What follows belongs to an exercise in optimizing a design on an open flow for small area, a short achievable clock period and few clock cycles per item; a production flow would make more cautious choices. Only simulation tests tie the RTL to the original design; equivalence was not proved.

== sierra ==
==> flow/design.v (excerpt) <==
module pid_mc_core #(
   parameter int                        W         = 16,
   parameter int                        FRAC      = 15,
   parameter int                        IACC_W    = 32,
   parameter int                        NCH       = 4,
   parameter logic signed [IACC_W-1:0]  I_ACC_MAX = 32'sh0FFFFFFF,
   parameter logic signed [IACC_W-1:0]  I_ACC_MIN = -32'sh10000000,
   parameter int                        DF_SHIFT  = 2,
   localparam int                       CH_W      = $clog2(NCH)
) (
   input  logic            clk,
   input  logic            rst_n,
   input  logic            in_valid,
   output logic            in_ready,
   input  logic [CH_W-1:0] in_ch,
   input  logic [W-1:0]    v_in,
   input  logic [W-1:0]    v_ref,
   input  logic            cfg_we,
   input  logic [CH_W-1:0] cfg_ch,
   input  logic [1:0]      cfg_sel,
   input  logic [W-1:0]    cfg_data,
   input  logic            ch_clr,
   input  logic [CH_W-1:0] ch_clr_id,
   output logic            out_valid,
   output logic [CH_W-1:0] out_ch,
   output logic [W-1:0]    u_out,
   output logic            u_sat
);
   localparam int AW  = 29;
   localparam int EW  = W + 1;           
   localparam int DW  = W + 2;           
   localparam int MW  = AW + W;          
   localparam int PW  = EW + W;          
   localparam int QW  = DW + W;          
  ...
For scale: roughly 1,300 flip-flops, ~82 I/O pins.
clock: 10.0 ns
lec_check: 0
abc_area: 1
cap_margin: 20
core_margin: 2
core_utilization: 40
setup_slack_margin: 5
slew_margin: 20
standard.sh (not shown) runs the stock make flow with config.mk's settings and CLKGATE_MAP_FILE= SYNTH_SCRIPT=/design/flow/synth_recipe.tcl, a recipe that flattens the netlist after the stock synthesis.
==> flow/flow/run.sh <==
#!/bin/bash
# Standard layout, with timing repair aimed below the clock period (repair_timing
# works towards a setup slack of MARGIN ns at the design's period) and a clock tree
# built without dummy balancing loads.
set -euo pipefail
MARGIN=${MARGIN:-6.6}
CTS="-sink_clustering_enable -repair_clock_nets -dont_use_dummy_load -sink_clustering_size 30 -sink_clustering_max_diameter 60"
bash standard.sh synth > synth.log 2>&1
bash standard.sh SETUP_SLACK_MARGIN=$MARGIN "CTS_ARGS=$CTS" finish > layout.log 2>&1
sierra: no failed stages, no open violations at the end
Testbench counts of sierra, summed over its fixed seeds: cycles 4,943, items 4,800.
Input changes introduced in quartz (baseline for comparison: sierra):
- CORE_UTILIZATION: 40 -> 55
==> flow/flow/run.sh <==
#!/bin/bash
# Standard layout, with timing repair aimed below the clock period: repair_timing
# works towards a setup slack of MARGIN ns at the design's period.
set -euo pipefail
MARGIN=${MARGIN:-6.6}
bash standard.sh synth > synth.log 2>&1
bash standard.sh SETUP_SLACK_MARGIN=$MARGIN finish > layout.log 2>&1
- quartz | stages: all done | timing, DRC, antenna: all pass
- For count of input and output buffers, sierra and quartz come out practically identical.
- Diff sierra -> quartz: placed cell count shrank by 618, core utilization has increased, worst hold slack picked up an extra 0.026 ns, placement-stage worst setup slack went up 0.22 ns, setup TNS did not really move.
## Diff of input files: maple against quartz
- a change of CORE_UTILIZATION from 55 to 40
## What came out
Compared with quartz, maple shows a proportion of cell area occupied by registers that is 0.55 points lower.
On maple: largest net degree at the start of global routing is 10 lower than what quartz gave.
Depth of the critical timing path with buffers and inverters included was higher in maple than in quartz.
Cmp maple vs quartz: share of final-layout standard cells stronger than drive strength 1 higher in maple
Compare quartz and maple | number of cells on the worst reg-to-reg path higher: maple
As far as area taken by multi-input logic gates is concerned, maple and quartz perform about the same.
In maple, the core box area came out 38% above the value in quartz.

* * *

pid_mc_core again, from the RTL that the note above started with.
==> flow/config.mk <==
export PLATFORM = sky130hd
export DESIGN_NAME = pid_mc_core
export DESIGN_NICKNAME = pid_mc_core
export VERILOG_FILES = /design/flow/design.v
export SDC_FILE = /design/flow/constraint.sdc
export NUM_CORES = 4
export LEC_CHECK = 0
export ABC_AREA = 1
export CAP_MARGIN = 20
export CORE_MARGIN = 2
export CORE_UTILIZATION = 40
export SETUP_SLACK_MARGIN = 5
export SLEW_MARGIN = 20
==> flow/constraint.sdc <==
create_clock -name core_clock -period 10.0 [get_ports {clk}]
set_input_delay 2.0000 -clock core_clock [delete_from_list [all_inputs] [get_ports {clk}]]
set_output_delay 2.0000 -clock core_clock [all_outputs]
set_load 0.01 [all_outputs]
==> flow/flow/run.sh <==
#!/bin/bash
# Standard layout, with timing repair aimed below the clock period (repair_timing
# works towards a setup slack of MARGIN ns at the design's period) and a clock tree
# built without dummy balancing loads.
set -euo pipefail
MARGIN=${MARGIN:-6.6}
CTS="-sink_clustering_enable -repair_clock_nets -dont_use_dummy_load -sink_clustering_size 24 -sink_clustering_max_diameter 80"
bash standard.sh synth > synth.log 2>&1
bash standard.sh SETUP_SLACK_MARGIN=$MARGIN SKIP_PIN_SWAP=1 "CTS_ARGS=$CTS" finish > layout.log 2>&1
Testbench counts at the start, summed over its fixed seeds: cycles 4,943, items 4,800.
Change:
==> flow/flow/run.sh (replaced) <==
#!/bin/bash
# Standard layout, with timing repair aimed below the clock period: repair_timing
# works towards a setup slack of MARGIN ns at the design's period.
set -euo pipefail
MARGIN=${MARGIN:-6.9}
bash standard.sh synth > synth.log 2>&1
bash standard.sh SETUP_SLACK_MARGIN=$MARGIN finish > layout.log 2>&1
Result:
- register-to-register slack gets worse by 0.04 ns
- cell count increases by 2.9%

* * *

pid_mc_core again, from the RTL that the note above started with.
==> flow/design.v (excerpt) <==
module pid_mc_core #(
   parameter int                        W         = 16,
   parameter int                        FRAC      = 15,
   parameter int                        IACC_W    = 32,
   parameter int                        NCH       = 4,
   parameter logic signed [IACC_W-1:0]  I_ACC_MAX = 32'sh0FFFFFFF,
   parameter logic signed [IACC_W-1:0]  I_ACC_MIN = -32'sh10000000,
   parameter int                        DF_SHIFT  = 2,
   localparam int                       CH_W      = $clog2(NCH)
) (
   input  logic            clk,
   input  logic            rst_n,
   input  logic            in_valid,
   output logic            in_ready,
   input  logic [CH_W-1:0] in_ch,
   input  logic [W-1:0]    v_in,
   input  logic [W-1:0]    v_ref,
   input  logic            cfg_we,
   input  logic [CH_W-1:0] cfg_ch,
   input  logic [1:0]      cfg_sel,
   input  logic [W-1:0]    cfg_data,
   input  logic            ch_clr,
   input  logic [CH_W-1:0] ch_clr_id,
   output logic            out_valid,
   output logic [CH_W-1:0] out_ch,
   output logic [W-1:0]    u_out,
   output logic            u_sat
);
clock: 10.0 ns
lec_check: 0
abc_area: 1
cap_margin: 20
core_margin: 2
core_utilization: 40
setup_slack_margin: 5
slew_margin: 20
==> flow/flow/run.sh <==
#!/bin/bash
# Standard layout, with timing repair aimed below the clock period (repair_timing
# works towards a setup slack of MARGIN ns at the design's period) and a clock tree
# built without dummy balancing loads.
set -euo pipefail
MARGIN=${MARGIN:-6.8}
CTS="-sink_clustering_enable -repair_clock_nets -dont_use_dummy_load -sink_clustering_size 24 -sink_clustering_max_diameter 80"
bash standard.sh synth > synth.log 2>&1
bash standard.sh SETUP_SLACK_MARGIN=$MARGIN "CTS_ARGS=$CTS" finish > layout.log 2>&1
Testbench counts at the start, summed over its fixed seeds: cycles 4,943, items 4,800.
==> next run, changes <==
--- a/flow/flow/run.sh
+++ b/flow/flow/run.sh
@@ -5,4 +5,4 @@
 set -euo pipefail
-MARGIN=${MARGIN:-6.8}
-CTS="-sink_clustering_enable -repair_clock_nets -dont_use_dummy_load -sink_clustering_size 24 -sink_clustering_max_diameter 80"
+MARGIN=${MARGIN:-6.6}
+CTS="-sink_clustering_enable -repair_clock_nets -dont_use_dummy_load -sink_clustering_size 30 -sink_clustering_max_diameter 100"
 bash standard.sh synth > synth.log 2>&1
First-iteration DRC count goes down by 3.7%.
Core utilization goes down by 1.4 points.
Cell area goes down by about 3%.
Setup slack got worse by 0.072 ns.
Sequential share of layout area goes up by 1.1 points.
Clock-buffer cell count goes down by 24.
Synthesized cell count stays the same.
==> next run, changes <==
==> flow/flow/run.sh (replaced) <==
#!/bin/bash
# Standard layout, with timing repair aimed below the clock period (repair_timing
# works towards a setup slack of MARGIN ns at the design's period) and a clock tree
# built without dummy balancing loads.
set -euo pipefail
MARGIN=${MARGIN:-6.6}
CTS="-sink_clustering_enable -repair_clock_nets -dont_use_dummy_load -sink_clustering_size 24 -sink_clustering_max_diameter 80"
bash standard.sh synth > synth.log 2>&1
bash standard.sh SETUP_SLACK_MARGIN=$MARGIN SKIP_GATE_CLONING=1 "CTS_ARGS=$CTS" finish > layout.log 2>&1
Result: The changed run produced a clean layout. Flip-flop and latch count is unchanged. Routed wire length decreases by 0.88%. Core utilization increases by 0.15 points. Synthesized area is unchanged. Sequential share of layout area decreases by 0.14 points. Worst setup slack gets better by 0.062 ns.
==> next run, changes <==
--- a/flow/flow/run.sh
+++ b/flow/flow/run.sh
@@ -8,2 +8,2 @@
 bash standard.sh synth > synth.log 2>&1
-bash standard.sh SETUP_SLACK_MARGIN=$MARGIN SKIP_GATE_CLONING=1 "CTS_ARGS=$CTS" finish > layout.log 2>&1
+bash standard.sh SETUP_SLACK_MARGIN=$MARGIN "CTS_ARGS=$CTS" finish > layout.log 2>&1
- CORE_UTILIZATION: 40 -> 55
Outcome: Global-route usage rises by 11 points. Fmax drops by 3.6%. Non-clock buffer count went down by 8. Clock skew came out lower by 0.016 ns. Utilization rises by 16 points. Register-to-register slack is worse by 0.13 ns. Worst setup slack is worse by 0.13 ns. Synthesized area does not change. Critical path depth went down by 2. Sequential share of layout area grows by 0.37 points.

* * *

== job 5026 ==
pid_mc_core again, from the RTL that the note above started with.
export LEC_CHECK = 0
export ABC_AREA = 1
export CAP_MARGIN = 20
export CORE_MARGIN = 2
export CORE_UTILIZATION = 40
export SETUP_SLACK_MARGIN = 5
export SLEW_MARGIN = 20
create_clock -name core_clock -period 10.0 [get_ports {clk}]
==> flow/flow/run.sh <==
#!/bin/bash
# Standard layout, with timing repair aimed below the clock period (repair_timing
# works towards a setup slack of MARGIN ns at the design's period) and a clock tree
# built without dummy balancing loads.
set -euo pipefail
MARGIN=${MARGIN:-6.6}
CTS="-sink_clustering_enable -repair_clock_nets -dont_use_dummy_load"
bash standard.sh synth > synth.log 2>&1
bash standard.sh SETUP_SLACK_MARGIN=$MARGIN "CTS_ARGS=$CTS" finish > layout.log 2>&1
Testbench counts of job 5026, summed over its fixed seeds: cycles 4,943, items 4,800.
For job 489, these inputs were changed with respect to job 5026:
- ABC_AREA now 0, was 1
==> flow/flow/run.sh <==
#!/bin/bash
# Standard layout, with timing repair aimed below the clock period: repair_timing
# works towards a setup slack of MARGIN ns at the design's period.
set -euo pipefail
MARGIN=${MARGIN:-6.6}
bash standard.sh synth > synth.log 2>&1
bash standard.sh SETUP_SLACK_MARGIN=$MARGIN finish > layout.log 2>&1
Job 489: share of the final layout cell area in multi-input gates lower than job 5026. Looking only at final design area excluding fillers, and setting everything else aside, the lower value of job 489 and job 5026 goes to job 5026.
Input-level comparison between job 9797 and job 489:
- ABC_AREA now 1, was 0
==> flow/flow/run.sh <==
#!/bin/bash
# Standard layout, with timing repair aimed below the clock period (repair_timing
# works towards a setup slack of MARGIN ns at the design's period) and a clock tree
# built without dummy balancing loads.
set -euo pipefail
MARGIN=${MARGIN:-6.6}
CTS="-sink_clustering_enable -repair_clock_nets -dont_use_dummy_load -sink_clustering_size 24 -sink_clustering_max_diameter 80"
bash standard.sh synth > synth.log 2>&1
bash standard.sh SETUP_SLACK_MARGIN=$MARGIN "CTS_ARGS=$CTS" finish > layout.log 2>&1
### Flow results
- Job 9797 vs job 489, summed area of non-filler cells in the final layout went down by about 2.5%.
- | setup slack after layout | job 9797 vs job 489 | 0.71 ns higher |
- Job 9797 and job 489 ended up with roughly the same number of enable flip-flop cells after synthesis.
- Lower slew at the pin closest to its max-slew limit among job 9797 and job 489: job 489
- Of job 9797 and job 489, job 489 shows the lower critical path depth, with job 9797 above it.
- When job 9797 is set beside job 489, its sequential-to-total area share from yosys stat turns out to be 1.4 points smaller.
- Summary of the comparison: overall track demand over capacity in global routing is higher in job 9797, relative to job 489.
- Fmax (job 9797 vs. job 489) increases by more than 10%
- From job 489 to job 9797 the numbers moved as follows: non-clock buffer count shows a reduction of about 32%.
- Against job 489, job 9797 comes in about 66% lower on count of buffers added by post-CTS timing repair for setup.

-- what the ideal ports hide --
No port has a modelled driver above. Below, the same layouts with a new extraction and two added sets of constraints. Step 1 sets driving cells, clkbuf_16 on the clock port and buf_2 on the other inputs (assumed; they add their load-dependent delay and slew). Step 2 moves the port delays by t, midway between the first and last clock arrival at a register: inputs arrive t later, outputs are due t later. That takes back most of the time a late clock gives input paths. Three values: no drivers, after step 1, after step 2; two values: the first two.
| run | t, ns | slack for setup (ns) | worst hold slack (ns) | worst setup path after step 2 | slew at the worst register clock pin (ns) |
|---|---|---|---|---|---|
| sierra | 0.803 | 6.576 / 6.571 / 6.252 | 0.292 / 0.292 / 0.292 | input to register | 0.11 / 0.11 |
| quartz | 0.852 | 6.479 / 6.479 / 6.365 | 0.317 / 0.317 / 0.317 | input to register | 0.07 / 0.07 |
| maple | 0.888 | 6.558 / 6.558 / 6.279 | 0.312 / 0.312 / 0.312 | input to register | 0.07 / 0.07 |
| the first run of note 2 | 0.774 | 6.650 / 6.586 / 6.303 | 0.315 / 0.315 / 0.315 | input to register | 0.10 / 0.10 |
| the second run of note 2 | 0.887 | 6.608 / 6.537 / 6.313 | 0.323 / 0.323 / 0.323 | input to register | 0.07 / 0.07 |
| the first run of note 3 | 0.791 | 6.608 / 6.608 / 6.259 | 0.320 / 0.320 / 0.320 | input to register | 0.10 / 0.10 |
| the second run of note 3 | 0.809 | 6.536 / 6.536 / 6.276 | 0.309 / 0.309 / 0.309 | input to register | 0.12 / 0.12 |
| the third run of note 3 | 0.777 | 6.598 / 6.582 / 6.318 | 0.317 / 0.317 / 0.317 | input to register | 0.10 / 0.10 |
| the fourth run of note 3 | 0.773 | 6.470 / 6.470 / 6.418 | 0.279 / 0.279 / 0.279 | input to register | 0.10 / 0.10 |
| job 5026 | 0.856 | 6.552 / 6.552 / 6.309 | 0.311 / 0.311 / 0.311 | input to register | 0.06 / 0.06 |
| job 489 | 0.877 | 5.888 / 5.888 / 5.888 | 0.320 / 0.320 / 0.320 | register to register | 0.07 / 0.07 |
| job 9797 | 0.774 | 6.595 / 6.587 / 6.310 | 0.315 / 0.315 / 0.315 | input to register | 0.10 / 0.10 |
After both steps setup and hold are still met in every run listed. The setup slack of the first run of note 3, which loses most, moves by 0.000 ns with the drivers and by -0.349 ns with both steps.
